Source: an optimization exercise on an open RTL-to-GDS flow (aim: small area and a short achievable clock period). Production flows keep margins and buffers that such runs may drop.
Where RTL was checked, it was by simulation tests only, not by an equivalence proof against the original.
Power is estimated from default activity; no workload was simulated.

==> 03-27: inputs <==
==> flow/design.v (excerpt) <==
module exec_mem_top (
    input  logic                i_clock,
    input  logic                i_reset,
    input  cpu_pkg::inst_addr_t i_pc,
    input  logic [3:0]          i_alu_op,
    input  cpu_pkg::data_t      i_operand_a,
    input  cpu_pkg::data_t      i_operand_b,
    input  cpu_pkg::data_t      i_store_data,
    input  logic                i_mem_wr_enable,
    input  cpu_pkg::reg_addr_t  i_reg_wr_addr,
    input  logic                i_reg_wr_enable,
    input  logic [1:0]          i_wb_sel,
    input  logic                i_flush,
    output cpu_pkg::data_t      o_wb_data,
    output cpu_pkg::reg_addr_t  o_wb_reg_addr,
    output logic                o_wb_reg_wr_enable
);
    localparam int unsigned SPLIT = 16;
    cpu_pkg::data_t      ex_result;
    logic                ex_carry;
    logic                ex_lt_from_sum;
    logic [cpu_pkg::DMEM_DEPTH-1:0] ex_word_select;
    logic [cpu_pkg::DMEM_DEPTH-1:0] ex_word_write;
    cpu_pkg::data_t      mem_result;
    logic                mem_carry;
    logic                mem_lt_from_sum;
    logic [cpu_pkg::DMEM_DEPTH-1:0] mem_word_select;
    logic [cpu_pkg::DMEM_DEPTH-1:0] mem_word_write;
    cpu_pkg::data_t      mem_store_data;
    cpu_pkg::reg_addr_t  mem_reg_wr_addr;
    logic                mem_reg_wr_enable;
    logic                mem_load;
    logic                mem_killed;
    execute_stage #(.SPLIT(SPLIT)) u_execute_stage (
        .i_alu_op      (i_alu_op),
        .i_operand_a   (i_operand_a),
        .i_operand_b   (i_operand_b),
        .i_pc          (i_pc),
        .i_wb_sel      (i_wb_sel),
        .i_store       (i_mem_wr_enable & ~i_flush & ~i_reset),
        .o_result      (ex_result),
        .o_carry       (ex_carry),
        .o_lt_from_sum (ex_lt_from_sum),
        .o_word_select (ex_word_select),
        .o_word_write  (ex_word_write)
    );
    ex_mem_register u_ex_mem_register (
        .i_clock         (i_clock),
        .i_reset         (i_reset),
        .i_flush         (i_flush),
        .i_result        (ex_result),
  ...
clock: 4.5 ns
lec_check: 0
cap_margin: 20
core_margin: 2
core_utilization: 40
cts_cluster_diameter: 80
cts_cluster_size: 26
hold_slack_margin: 0
setup_slack_margin: 2.0
slew_margin: 20
synth_hierarchical: 1
standard.sh (not shown) runs the stock make flow with config.mk's settings and CLKGATE_MAP_FILE= SYNTH_SCRIPT=/design/flow/synth_recipe.tcl, a recipe that flattens the netlist after the stock synthesis.
==> flow/flow/run.sh <==
#!/bin/bash
set -euo pipefail
export BUFFER_PORTS_ARGS="-buffer_cell sky130_fd_sc_hd__buf_2"
bash standard.sh > standard.log 2>&1
==> 02-19: changes against 03-27 <==
--- a/flow/design.v
+++ b/flow/design.v
@@ -33,27 +33,24 @@
     parameter int unsigned SPLIT = 16        
 ) (
     input  logic [3:0]          i_alu_op,       
     input  cpu_pkg::data_t      i_operand_a,    
     input  cpu_pkg::data_t      i_operand_b,    
     input  cpu_pkg::inst_addr_t i_pc,
     input  logic [1:0]          i_wb_sel,
-    input  logic                i_store,        
     output cpu_pkg::data_t      o_result,       
     output logic                o_carry,        
     output logic                o_lt_from_sum,  
-    output logic [cpu_pkg::DMEM_DEPTH-1:0] o_word_select,   
-    output logic [cpu_pkg::DMEM_DEPTH-1:0] o_word_write     
+    output logic [cpu_pkg::DMEM_DEPTH-1:0] o_word_select    
 );
     logic [2:0]     op;                      
     logic           is_add;
     logic           is_sub;
     logic           is_slt;
     logic           link;
-    logic           no_store;
     logic [15:0]    add_lo;
     logic [15:0]    sub_lo;
     logic           add_carry;
     logic           sub_carry;
     logic [15:0]    add_hi;
     logic [15:0]    sub_hi;
     logic [SPLIT:0] pc_lo;
@@ -69,15 +66,14 @@
     logic [7:0]     low_n;                   
     logic [7:0]     high_n;                  
     assign op       = i_alu_op[3] ? 3'd0 : i_alu_op[2:0];
     assign is_add   = (op == 3'd0);
     assign is_sub   = (op == 3'd1);
     assign is_slt   = (op == 3'd7);
     assign link     = (i_wb_sel == cpu_pkg::WB_PC_PLUS4);
-    assign no_store = ~i_store;
     ks_add16_co u_add_lo (.i_a (i_operand_a[15:0]),  .i_b (i_operand_b[15:0]),  .o_sum (add_lo), .o_cout (add_carry));
     ks_add16    u_add_hi (.i_a (i_operand_a[31:16]), .i_b (i_operand_b[31:16]), .o_sum (add_hi));
     ks_sub16_co u_sub_lo (.i_a (i_operand_a[15:0]),  .i_b (i_operand_b[15:0]),  .o_sum (sub_lo), .o_cout (sub_carry));
     ks_sub16    u_sub_hi (.i_a (i_operand_a[31:16]), .i_b (i_operand_b[31:16]), .o_sum (sub_hi));
     assign pc_lo = {1'b0, i_pc[SPLIT-1:0]} + cpu_pkg::PC_STEP;
     assign signs_differ = i_operand_a[31] ^ i_operand_b[31];
     assign shift_left  = i_operand_a << i_operand_b[4:0];
@@ -95,37 +91,18 @@
             default: other = '0;
         endcase
     end
     assign alu = ({32{pick_add}} & {add_hi, add_lo})
                | ({32{pick_sub}} & {sub_hi, sub_lo})
                | other;
     for (genvar j = 0; j < 6; j++) begin : g_index
-        logic bit_and;
-        logic bit_or;
-        logic bit_xor;
-        logic logic_n;                       
-        logic left_n;                        
-        logic right_n;                       
-        logic other_bit;
-        assign bit_and = i_operand_a[j+2] & i_operand_b[j+2];
-        assign bit_or  = i_operand_a[j+2] | i_operand_b[j+2];
-        assign bit_xor = i_operand_a[j+2] ^ i_operand_b[j+2];
-        gate_aoi222 u_logic (
-            .a1 (op == 3'd2), .a2 (bit_and),
-            .b1 (op == 3'd3), .b2 (bit_or),
-            .c1 (op == 3'd4), .c2 (bit_xor),
-            .y  (logic_n)
-        );
-        gate_nand2 u_left (.a (op == 3'd5), .b (shift_left[j+2]), .y (left_n));
-        gate_nand2 u_right (.a (op == 3'd6), .b (shift_right[j+2]), .y (right_n));
-        gate_nand3 u_other (.a (logic_n), .b (left_n), .c (right_n), .y (other_bit));
         gate_aoi221 u_index (
             .a1 (is_add), .a2 (add_lo[j+2]),
             .b1 (is_sub), .b2 (sub_lo[j+2]),
-            .c1 (other_bit),
+            .c1 (other[j+2]),
             .y  (index_n[j])
         );
         gate_inv u_index_p (.a (index_n[j]), .y (index[j]));
     end
     for (genvar k = 0; k < 8; k++) begin : g_decode
         gate_nand3 u_low (
             .a (k[0] ? index[0] : index_n[0]),
@@ -138,15 +115,14 @@
             .b (k[1] ? index[4] : index_n[4]),
             .c (k[2] ? index[5] : index_n[5]),
             .y (high_n[k])
         );
     end
     for (genvar i = 0; i < cpu_pkg::DMEM_DEPTH; i++) begin : g_select
         gate_nor2 u_word (.a (low_n[i % 8]), .b (high_n[i / 8]), .y (o_word_select[i]));
-        gate_nor3 u_write (.a (low_n[i % 8]), .b (high_n[i / 8]), .c (no_store), .y (o_word_write[i]));
     end
     assign o_result      = link ? {i_pc[31:SPLIT], pc_lo[SPLIT-1:0]} : alu;
     assign o_carry       = link ? pc_lo[SPLIT] : ((pick_add & add_carry) | (pick_sub & sub_carry));
     assign o_lt_from_sum = !link && is_slt && !signs_differ;
 endmodule
 module ks_add16_co (
     input  logic [15:0] i_a,
@@ -987,40 +963,40 @@
     input  logic                i_clock,
     input  logic                i_reset,
     input  logic                i_flush,             
     input  cpu_pkg::data_t      i_result,
     input  logic                i_carry,
     input  logic                i_lt_from_sum,
     input  logic [cpu_pkg::DMEM_DEPTH-1:0] i_word_select,
-    input  logic [cpu_pkg::DMEM_DEPTH-1:0] i_word_write,
     input  cpu_pkg::data_t      i_store_data,
+    input  logic                i_mem_wr_enable,
     input  cpu_pkg::reg_addr_t  i_reg_wr_addr,
     input  logic                i_reg_wr_enable,
     input  logic [1:0]          i_wb_sel,
     output cpu_pkg::data_t      o_result,
     output logic                o_carry,
     output logic                o_lt_from_sum,
     output logic [cpu_pkg::DMEM_DEPTH-1:0] o_word_select,
-    output logic [cpu_pkg::DMEM_DEPTH-1:0] o_word_write,
     output cpu_pkg::data_t      o_store_data,
+    output logic                o_mem_wr_enable,
     output cpu_pkg::reg_addr_t  o_reg_wr_addr,
     output logic                o_reg_wr_enable,
     output logic                o_load,
     output logic                o_killed
 );
     always_ff @(posedge i_clock) begin
         o_result        <= i_result;
         o_carry         <= i_carry;
         o_lt_from_sum   <= i_lt_from_sum;
         o_word_select   <= i_word_select;
-        o_word_write    <= i_word_write;
         o_store_data    <= i_store_data;
         o_reg_wr_addr   <= i_reg_wr_addr;
         o_load          <= (i_wb_sel == cpu_pkg::WB_LOAD);
         o_reg_wr_enable <= i_reg_wr_enable & ~i_flush;
+        o_mem_wr_enable <= i_mem_wr_enable & ~i_flush & ~i_reset;
         o_killed        <= i_reset;
     end
 endmodule
 `default_nettype wire
 `timescale 1ns/100ps
 `default_nettype none
 module memory_stage #(
@@ -1030,15 +1006,15 @@
     input  logic                i_reset,
     input  logic                i_killed,             
     input  cpu_pkg::data_t      i_result,
     input  logic                i_carry,
     input  logic                i_lt_from_sum,
     input  logic [cpu_pkg::DMEM_DEPTH-1:0] i_word_select,    
     input  cpu_pkg::data_t      i_store_data,
-    input  logic [cpu_pkg::DMEM_DEPTH-1:0] i_word_write,     
+    input  logic                i_mem_wr_enable,
     input  cpu_pkg::reg_addr_t  i_reg_wr_addr,
     input  logic                i_reg_wr_enable,
     input  logic                i_load,
     output cpu_pkg::data_t      o_wb_data,
     output cpu_pkg::reg_addr_t  o_wb_reg_addr,
     output logic                o_wb_reg_wr_enable
 );
@@ -1054,37 +1030,43 @@
     assign result_hi = i_result[31:SPLIT] + {{(HI-1){1'b0}}, i_carry};
     assign result    = i_lt_from_sum ? {31'd0, result_hi[HI-1]}
                                      : {result_hi, i_result[SPLIT-1:0]};
     for (genvar b = 0; b < cpu_pkg::DATA_WIDTH; b++) begin : g_read
         logic [21:0] level1;                 
         logic [5:0]  level2;                 
         logic [1:0]  level3;                 
-        for (genvar g = 0; g < 21; g++) begin : g_l1
+        for (genvar g = 0; g < 20; g++) begin : g_l1
             gate_aoi222 u_aoi (
                 .a1 (i_word_select[3*g]),   .a2 (dmem[3*g][b]),
                 .b1 (i_word_select[3*g+1]), .b2 (dmem[3*g+1][b]),
                 .c1 (i_word_select[3*g+2]), .c2 (dmem[3*g+2][b]),
                 .y  (level1[g])
             );
         end
-        gate_nand2 u_l1 (.a (i_word_select[63]), .b (dmem[63][b]), .y (level1[21]));
+        for (genvar g = 20; g < 22; g++) begin : g_l1b
+            gate_aoi22 u_aoi (
+                .a1 (i_word_select[60+2*(g-20)]),   .a2 (dmem[60+2*(g-20)][b]),
+                .b1 (i_word_select[60+2*(g-20)+1]), .b2 (dmem[60+2*(g-20)+1][b]),
+                .y  (level1[g])
+            );
+        end
         for (genvar g = 0; g < 5; g++) begin : g_l2
             gate_nand4 u_nand (
                 .a (level1[4*g]), .b (level1[4*g+1]), .c (level1[4*g+2]), .d (level1[4*g+3]),
                 .y (level2[g])
             );
         end
         gate_nand2 u_l2 (.a (level1[20]), .b (level1[21]), .y (level2[5]));
         gate_nor3 u_l3a (.a (level2[0]), .b (level2[1]), .c (level2[2]), .y (level3[0]));
         gate_nor3 u_l3b (.a (level2[3]), .b (level2[4]), .c (level2[5]), .y (level3[1]));
         gate_nand2 u_l4 (.a (level3[0]), .b (level3[1]), .y (load_data[b]));
     end
     always_ff @(posedge i_clock) begin
         for (int i = 0; i < cpu_pkg::DMEM_DEPTH; i++) begin
-            if (i_word_write[i]) begin
+            if (i_mem_wr_enable && i_word_select[i]) begin
                 dmem[i] <= i_store_data;
             end
         end
     end
     assign clear = i_reset | i_killed;
     assign load_pick   = i_load & ~clear;
     assign result_pick = result & {cpu_pkg::DATA_WIDTH{~i_load & ~clear}};
@@ -1108,14 +1090,20 @@
 `default_nettype wire
 module gate_aoi222 (
     input  logic a1, a2, b1, b2, c1, c2,
     output logic y
 );
     assign y = ~((a1 & a2) | (b1 & b2) | (c1 & c2));
 endmodule
+module gate_aoi22 (
+    input  logic a1, a2, b1, b2,
+    output logic y
+);
+    assign y = ~((a1 & a2) | (b1 & b2));
+endmodule
 module gate_nand4 (
     input  logic a, b, c, d,
     output logic y
 );
     assign y = ~(a & b & c & d);
 endmodule
 module gate_nand3 (
@@ -1217,72 +1205,69 @@
     output logic                o_wb_reg_wr_enable
 );
     localparam int unsigned SPLIT = 16;
     cpu_pkg::data_t      ex_result;
     logic                ex_carry;
     logic                ex_lt_from_sum;
     logic [cpu_pkg::DMEM_DEPTH-1:0] ex_word_select;
-    logic [cpu_pkg::DMEM_DEPTH-1:0] ex_word_write;
     cpu_pkg::data_t      mem_result;
     logic                mem_carry;
     logic                mem_lt_from_sum;
     logic [cpu_pkg::DMEM_DEPTH-1:0] mem_word_select;
-    logic [cpu_pkg::DMEM_DEPTH-1:0] mem_word_write;
     cpu_pkg::data_t      mem_store_data;
+    logic                mem_mem_wr_enable;
     cpu_pkg::reg_addr_t  mem_reg_wr_addr;
     logic                mem_reg_wr_enable;
     logic                mem_load;
     logic                mem_killed;
     execute_stage #(.SPLIT(SPLIT)) u_execute_stage (
         .i_alu_op      (i_alu_op),
         .i_operand_a   (i_operand_a),
         .i_operand_b   (i_operand_b),
         .i_pc          (i_pc),
         .i_wb_sel      (i_wb_sel),
-        .i_store       (i_mem_wr_enable & ~i_flush & ~i_reset),
         .o_result      (ex_result),
         .o_carry       (ex_carry),
         .o_lt_from_sum (ex_lt_from_sum),
-        .o_word_select (ex_word_select),
-        .o_word_write  (ex_word_write)
+        .o_word_select (ex_word_select)
     );
     ex_mem_register u_ex_mem_register (
         .i_clock         (i_clock),
         .i_reset         (i_reset),
         .i_flush         (i_flush),
         .i_result        (ex_result),
         .i_carry         (ex_carry),
         .i_lt_from_sum   (ex_lt_from_sum),
         .i_word_select   (ex_word_select),
-        .i_word_write    (ex_word_write),
         .i_store_data    (i_store_data),
+        .i_mem_wr_enable (i_mem_wr_enable),
         .i_reg_wr_addr   (i_reg_wr_addr),
         .i_reg_wr_enable (i_reg_wr_enable),
         .i_wb_sel        (i_wb_sel),
         .o_result        (mem_result),
         .o_carry         (mem_carry),
         .o_lt_from_sum   (mem_lt_from_sum),
         .o_word_select   (mem_word_select),
-        .o_word_write    (mem_word_write),
         .o_store_data    (mem_store_data),
+        .o_mem_wr_enable (mem_mem_wr_enable),
         .o_reg_wr_addr   (mem_reg_wr_addr),
         .o_reg_wr_enable (mem_reg_wr_enable),
         .o_load          (mem_load),
         .o_killed        (mem_killed)
     );
     memory_stage #(.SPLIT(SPLIT)) u_memory_stage (
         .i_clock            (i_clock),
         .i_reset            (i_reset),
         .i_killed           (mem_killed),
         .i_result           (mem_result),
         .i_carry            (mem_carry),
         .i_lt_from_sum      (mem_lt_from_sum),
         .i_word_select      (mem_word_select),
         .i_store_data       (mem_store_data),
-        .i_word_write       (mem_word_write),
+        .i_mem_wr_enable    (mem_mem_wr_enable),
         .i_reg_wr_addr      (mem_reg_wr_addr),
         .i_reg_wr_enable    (mem_reg_wr_enable),
         .i_load             (mem_load),
         .o_wb_data          (o_wb_data),
         .o_wb_reg_addr      (o_wb_reg_addr),
         .o_wb_reg_wr_enable (o_wb_reg_wr_enable)
     );
TNS_END_PERCENT = 10   (was unset)
==> 04-10: changes against 03-27 <==
--- a/flow/design.v
+++ b/flow/design.v
@@ -33,27 +33,24 @@
     parameter int unsigned SPLIT = 16        
 ) (
     input  logic [3:0]          i_alu_op,       
     input  cpu_pkg::data_t      i_operand_a,    
     input  cpu_pkg::data_t      i_operand_b,    
     input  cpu_pkg::inst_addr_t i_pc,
     input  logic [1:0]          i_wb_sel,
-    input  logic                i_store,        
     output cpu_pkg::data_t      o_result,       
     output logic                o_carry,        
     output logic                o_lt_from_sum,  
-    output logic [cpu_pkg::DMEM_DEPTH-1:0] o_word_select,   
-    output logic [cpu_pkg::DMEM_DEPTH-1:0] o_word_write     
+    output logic [cpu_pkg::DMEM_DEPTH-1:0] o_word_select    
 );
     logic [2:0]     op;                      
     logic           is_add;
     logic           is_sub;
     logic           is_slt;
     logic           link;
-    logic           no_store;
     logic [15:0]    add_lo;
     logic [15:0]    sub_lo;
     logic           add_carry;
     logic           sub_carry;
     logic [15:0]    add_hi;
     logic [15:0]    sub_hi;
     logic [SPLIT:0] pc_lo;
@@ -69,15 +66,14 @@
     logic [7:0]     low_n;                   
     logic [7:0]     high_n;                  
     assign op       = i_alu_op[3] ? 3'd0 : i_alu_op[2:0];
     assign is_add   = (op == 3'd0);
     assign is_sub   = (op == 3'd1);
     assign is_slt   = (op == 3'd7);
     assign link     = (i_wb_sel == cpu_pkg::WB_PC_PLUS4);
-    assign no_store = ~i_store;
     ks_add16_co u_add_lo (.i_a (i_operand_a[15:0]),  .i_b (i_operand_b[15:0]),  .o_sum (add_lo), .o_cout (add_carry));
     ks_add16    u_add_hi (.i_a (i_operand_a[31:16]), .i_b (i_operand_b[31:16]), .o_sum (add_hi));
     ks_sub16_co u_sub_lo (.i_a (i_operand_a[15:0]),  .i_b (i_operand_b[15:0]),  .o_sum (sub_lo), .o_cout (sub_carry));
     ks_sub16    u_sub_hi (.i_a (i_operand_a[31:16]), .i_b (i_operand_b[31:16]), .o_sum (sub_hi));
     assign pc_lo = {1'b0, i_pc[SPLIT-1:0]} + cpu_pkg::PC_STEP;
     assign signs_differ = i_operand_a[31] ^ i_operand_b[31];
     assign shift_left  = i_operand_a << i_operand_b[4:0];
@@ -138,15 +134,14 @@
             .b (k[1] ? index[4] : index_n[4]),
             .c (k[2] ? index[5] : index_n[5]),
             .y (high_n[k])
         );
     end
     for (genvar i = 0; i < cpu_pkg::DMEM_DEPTH; i++) begin : g_select
         gate_nor2 u_word (.a (low_n[i % 8]), .b (high_n[i / 8]), .y (o_word_select[i]));
-        gate_nor3 u_write (.a (low_n[i % 8]), .b (high_n[i / 8]), .c (no_store), .y (o_word_write[i]));
     end
     assign o_result      = link ? {i_pc[31:SPLIT], pc_lo[SPLIT-1:0]} : alu;
     assign o_carry       = link ? pc_lo[SPLIT] : ((pick_add & add_carry) | (pick_sub & sub_carry));
     assign o_lt_from_sum = !link && is_slt && !signs_differ;
 endmodule
 module ks_add16_co (
     input  logic [15:0] i_a,
@@ -987,40 +982,40 @@
     input  logic                i_clock,
     input  logic                i_reset,
     input  logic                i_flush,             
     input  cpu_pkg::data_t      i_result,
     input  logic                i_carry,
     input  logic                i_lt_from_sum,
     input  logic [cpu_pkg::DMEM_DEPTH-1:0] i_word_select,
-    input  logic [cpu_pkg::DMEM_DEPTH-1:0] i_word_write,
     input  cpu_pkg::data_t      i_store_data,
+    input  logic                i_mem_wr_enable,
     input  cpu_pkg::reg_addr_t  i_reg_wr_addr,
     input  logic                i_reg_wr_enable,
     input  logic [1:0]          i_wb_sel,
     output cpu_pkg::data_t      o_result,
     output logic                o_carry,
     output logic                o_lt_from_sum,
     output logic [cpu_pkg::DMEM_DEPTH-1:0] o_word_select,
-    output logic [cpu_pkg::DMEM_DEPTH-1:0] o_word_write,
     output cpu_pkg::data_t      o_store_data,
+    output logic                o_mem_wr_enable,
     output cpu_pkg::reg_addr_t  o_reg_wr_addr,
     output logic                o_reg_wr_enable,
     output logic                o_load,
     output logic                o_killed
 );
     always_ff @(posedge i_clock) begin
         o_result        <= i_result;
         o_carry         <= i_carry;
         o_lt_from_sum   <= i_lt_from_sum;
         o_word_select   <= i_word_select;
-        o_word_write    <= i_word_write;
         o_store_data    <= i_store_data;
         o_reg_wr_addr   <= i_reg_wr_addr;
         o_load          <= (i_wb_sel == cpu_pkg::WB_LOAD);
         o_reg_wr_enable <= i_reg_wr_enable & ~i_flush;
+        o_mem_wr_enable <= i_mem_wr_enable & ~i_flush & ~i_reset;
         o_killed        <= i_reset;
     end
 endmodule
 `default_nettype wire
 `timescale 1ns/100ps
 `default_nettype none
 module memory_stage #(
@@ -1030,15 +1025,15 @@
     input  logic                i_reset,
     input  logic                i_killed,             
     input  cpu_pkg::data_t      i_result,
     input  logic                i_carry,
     input  logic                i_lt_from_sum,
     input  logic [cpu_pkg::DMEM_DEPTH-1:0] i_word_select,    
     input  cpu_pkg::data_t      i_store_data,
-    input  logic [cpu_pkg::DMEM_DEPTH-1:0] i_word_write,     
+    input  logic                i_mem_wr_enable,
     input  cpu_pkg::reg_addr_t  i_reg_wr_addr,
     input  logic                i_reg_wr_enable,
     input  logic                i_load,
     output cpu_pkg::data_t      o_wb_data,
     output cpu_pkg::reg_addr_t  o_wb_reg_addr,
     output logic                o_wb_reg_wr_enable
 );
@@ -1046,15 +1041,19 @@
     logic [cpu_pkg::DMEM_DEPTH-1:0][cpu_pkg::DATA_WIDTH-1:0] dmem;
     cpu_pkg::data_t                 load_data;
     logic [HI-1:0]                  result_hi;
     cpu_pkg::data_t                 result;
     logic                           clear;
     logic                           load_pick;
     cpu_pkg::data_t                 result_pick;
-    cpu_pkg::data_t                 wb_data_next;
+    cpu_pkg::data_t                 load_half_a;      
+    cpu_pkg::data_t                 load_half_b;
+    cpu_pkg::data_t                 wb_load_a;        
+    cpu_pkg::data_t                 wb_load_b;
+    cpu_pkg::data_t                 wb_result_n;
     assign result_hi = i_result[31:SPLIT] + {{(HI-1){1'b0}}, i_carry};
     assign result    = i_lt_from_sum ? {31'd0, result_hi[HI-1]}
                                      : {result_hi, i_result[SPLIT-1:0]};
     for (genvar b = 0; b < cpu_pkg::DATA_WIDTH; b++) begin : g_read
         logic [21:0] level1;                 
         logic [5:0]  level2;                 
         logic [1:0]  level3;                 
@@ -1070,52 +1069,58 @@
         for (genvar g = 0; g < 5; g++) begin : g_l2
             gate_nand4 u_nand (
                 .a (level1[4*g]), .b (level1[4*g+1]), .c (level1[4*g+2]), .d (level1[4*g+3]),
                 .y (level2[g])
             );
         end
         gate_nand2 u_l2 (.a (level1[20]), .b (level1[21]), .y (level2[5]));
-        gate_nor3 u_l3a (.a (level2[0]), .b (level2[1]), .c (level2[2]), .y (level3[0]));
-        gate_nor3 u_l3b (.a (level2[3]), .b (level2[4]), .c (level2[5]), .y (level3[1]));
-        gate_nand2 u_l4 (.a (level3[0]), .b (level3[1]), .y (load_data[b]));
+        gate_o31ai u_l3a (.a (level2[0]), .b (level2[1]), .c (level2[2]), .d (load_pick), .y (level3[0]));
+        gate_o31ai u_l3b (.a (level2[3]), .b (level2[4]), .c (level2[5]), .d (load_pick), .y (level3[1]));
+        assign load_half_a[b] = level3[0];
+        assign load_half_b[b] = level3[1];
     end
     always_ff @(posedge i_clock) begin
         for (int i = 0; i < cpu_pkg::DMEM_DEPTH; i++) begin
-            if (i_word_write[i]) begin
+            if (i_mem_wr_enable && i_word_select[i]) begin
                 dmem[i] <= i_store_data;
             end
         end
     end
     assign clear = i_reset | i_killed;
     assign load_pick   = i_load & ~clear;
     assign result_pick = result & {cpu_pkg::DATA_WIDTH{~i_load & ~clear}};
-    for (genvar b = 0; b < cpu_pkg::DATA_WIDTH; b++) begin : g_wb
-        gate_ao21 u_pick (
-            .a1 (load_data[b]), .a2 (load_pick), .b1 (result_pick[b]),
-            .y  (wb_data_next[b])
-        );
-    end
     always_ff @(posedge i_clock) begin
-        o_wb_data <= wb_data_next;
+        wb_load_a   <= load_half_a;
+        wb_load_b   <= load_half_b;
+        wb_result_n <= ~result_pick;
         if (clear) begin
             o_wb_reg_addr      <= '0;
             o_wb_reg_wr_enable <= 1'b0;
         end else begin
             o_wb_reg_addr      <= i_reg_wr_addr;
             o_wb_reg_wr_enable <= i_reg_wr_enable;
         end
     end
+    for (genvar b = 0; b < cpu_pkg::DATA_WIDTH; b++) begin : g_wb
+        gate_nand3 u_wb (.a (wb_load_a[b]), .b (wb_load_b[b]), .c (wb_result_n[b]), .y (o_wb_data[b]));
+    end
 endmodule
 `default_nettype wire
 module gate_aoi222 (
     input  logic a1, a2, b1, b2, c1, c2,
     output logic y
 );
     assign y = ~((a1 & a2) | (b1 & b2) | (c1 & c2));
 endmodule
+module gate_o31ai (
+    input  logic a, b, c, d,
+    output logic y
+);
+    assign y = ~((a | b | c) & d);
+endmodule
 module gate_nand4 (
     input  logic a, b, c, d,
     output logic y
 );
     assign y = ~(a & b & c & d);
 endmodule
 module gate_nand3 (
@@ -1186,20 +1191,14 @@
 endmodule
 module gate_g0n_cin_sub (
     input  logic a, b,
     output logic y
 );
     assign y = ~a & b;
 endmodule
-module gate_ao21 (
-    input  logic a1, a2, b1,
-    output logic y
-);
-    assign y = (a1 & a2) | b1;
-endmodule
 `default_nettype wire
 `timescale 1ns/100ps
 `default_nettype none
 module exec_mem_top (
     input  logic                i_clock,
     input  logic                i_reset,
     input  cpu_pkg::inst_addr_t i_pc,
@@ -1217,72 +1216,69 @@
     output logic                o_wb_reg_wr_enable
 );
     localparam int unsigned SPLIT = 16;
     cpu_pkg::data_t      ex_result;
     logic                ex_carry;
     logic                ex_lt_from_sum;
     logic [cpu_pkg::DMEM_DEPTH-1:0] ex_word_select;
-    logic [cpu_pkg::DMEM_DEPTH-1:0] ex_word_write;
     cpu_pkg::data_t      mem_result;
     logic                mem_carry;
     logic                mem_lt_from_sum;
     logic [cpu_pkg::DMEM_DEPTH-1:0] mem_word_select;
-    logic [cpu_pkg::DMEM_DEPTH-1:0] mem_word_write;
     cpu_pkg::data_t      mem_store_data;
+    logic                mem_mem_wr_enable;
     cpu_pkg::reg_addr_t  mem_reg_wr_addr;
     logic                mem_reg_wr_enable;
     logic                mem_load;
     logic                mem_killed;
     execute_stage #(.SPLIT(SPLIT)) u_execute_stage (
         .i_alu_op      (i_alu_op),
         .i_operand_a   (i_operand_a),
         .i_operand_b   (i_operand_b),
         .i_pc          (i_pc),
         .i_wb_sel      (i_wb_sel),
-        .i_store       (i_mem_wr_enable & ~i_flush & ~i_reset),
         .o_result      (ex_result),
         .o_carry       (ex_carry),
         .o_lt_from_sum (ex_lt_from_sum),
-        .o_word_select (ex_word_select),
-        .o_word_write  (ex_word_write)
+        .o_word_select (ex_word_select)
     );
     ex_mem_register u_ex_mem_register (
         .i_clock         (i_clock),
         .i_reset         (i_reset),
         .i_flush         (i_flush),
         .i_result        (ex_result),
         .i_carry         (ex_carry),
         .i_lt_from_sum   (ex_lt_from_sum),
         .i_word_select   (ex_word_select),
-        .i_word_write    (ex_word_write),
         .i_store_data    (i_store_data),
+        .i_mem_wr_enable (i_mem_wr_enable),
         .i_reg_wr_addr   (i_reg_wr_addr),
         .i_reg_wr_enable (i_reg_wr_enable),
         .i_wb_sel        (i_wb_sel),
         .o_result        (mem_result),
         .o_carry         (mem_carry),
         .o_lt_from_sum   (mem_lt_from_sum),
         .o_word_select   (mem_word_select),
-        .o_word_write    (mem_word_write),
         .o_store_data    (mem_store_data),
+        .o_mem_wr_enable (mem_mem_wr_enable),
         .o_reg_wr_addr   (mem_reg_wr_addr),
         .o_reg_wr_enable (mem_reg_wr_enable),
         .o_load          (mem_load),
         .o_killed        (mem_killed)
     );
     memory_stage #(.SPLIT(SPLIT)) u_memory_stage (
         .i_clock            (i_clock),
         .i_reset            (i_reset),
         .i_killed           (mem_killed),
         .i_result           (mem_result),
         .i_carry            (mem_carry),
         .i_lt_from_sum      (mem_lt_from_sum),
         .i_word_select      (mem_word_select),
         .i_store_data       (mem_store_data),
-        .i_word_write       (mem_word_write),
+        .i_mem_wr_enable    (mem_mem_wr_enable),
         .i_reg_wr_addr      (mem_reg_wr_addr),
         .i_reg_wr_enable    (mem_reg_wr_enable),
         .i_load             (mem_load),
         .o_wb_data          (o_wb_data),
         .o_wb_reg_addr      (o_wb_reg_addr),
         .o_wb_reg_wr_enable (o_wb_reg_wr_enable)
     );
TNS_END_PERCENT = 10   (was unset)
==> comparison <==
Against 02-19, the synthesized cell count of 04-10 is larger by about 0.9%. Against 04-10, the first-iteration DRC count of 03-27 is lower by 2.2%. Final cell count: 02-19 < 04-10 < 03-27. In sequential power, 03-27 and 04-10 hardly differ. Sequential share of layout area, highest first: 04-10, 02-19, 03-27.
For 03-27 and 04-10, only the layout was checked, not whether the RTL still works.

what the ideal ports hide:
The flow's constraints put no driver on any port. The routed layouts listed below were extracted and timed again, unchanged, in two steps.
Step 1 assumes that a clkbuf_16 drives the clock port and a buf_2 every other input.
Step 2 adds t to the input delays and takes it off the output delays; t is the mean of the earliest and latest rising clock arrival at the registers after step 1. Input paths then give back, and output paths get back, about the clock's delay inside the block.
Three values: no drivers, after step 1, after step 2; two values: the first two.
run | shift t [ns] | setup slack, ns | slew at the worst register clock pin (ns)
03-27 | 0.893 | 1.700 / 1.456 / 0.563 | 0.11 / 0.11
02-19 | 0.871 | 1.680 / 1.680 / 0.905 | 0.11 / 0.11
04-10 | 0.847 | 1.786 / 1.611 / 0.764 | 0.11 / 0.11
After both steps every run listed still meets setup and hold. For 03-27, which loses most, drivers alone change the setup slack by -0.244 ns; drivers and shift together by -1.137 ns.
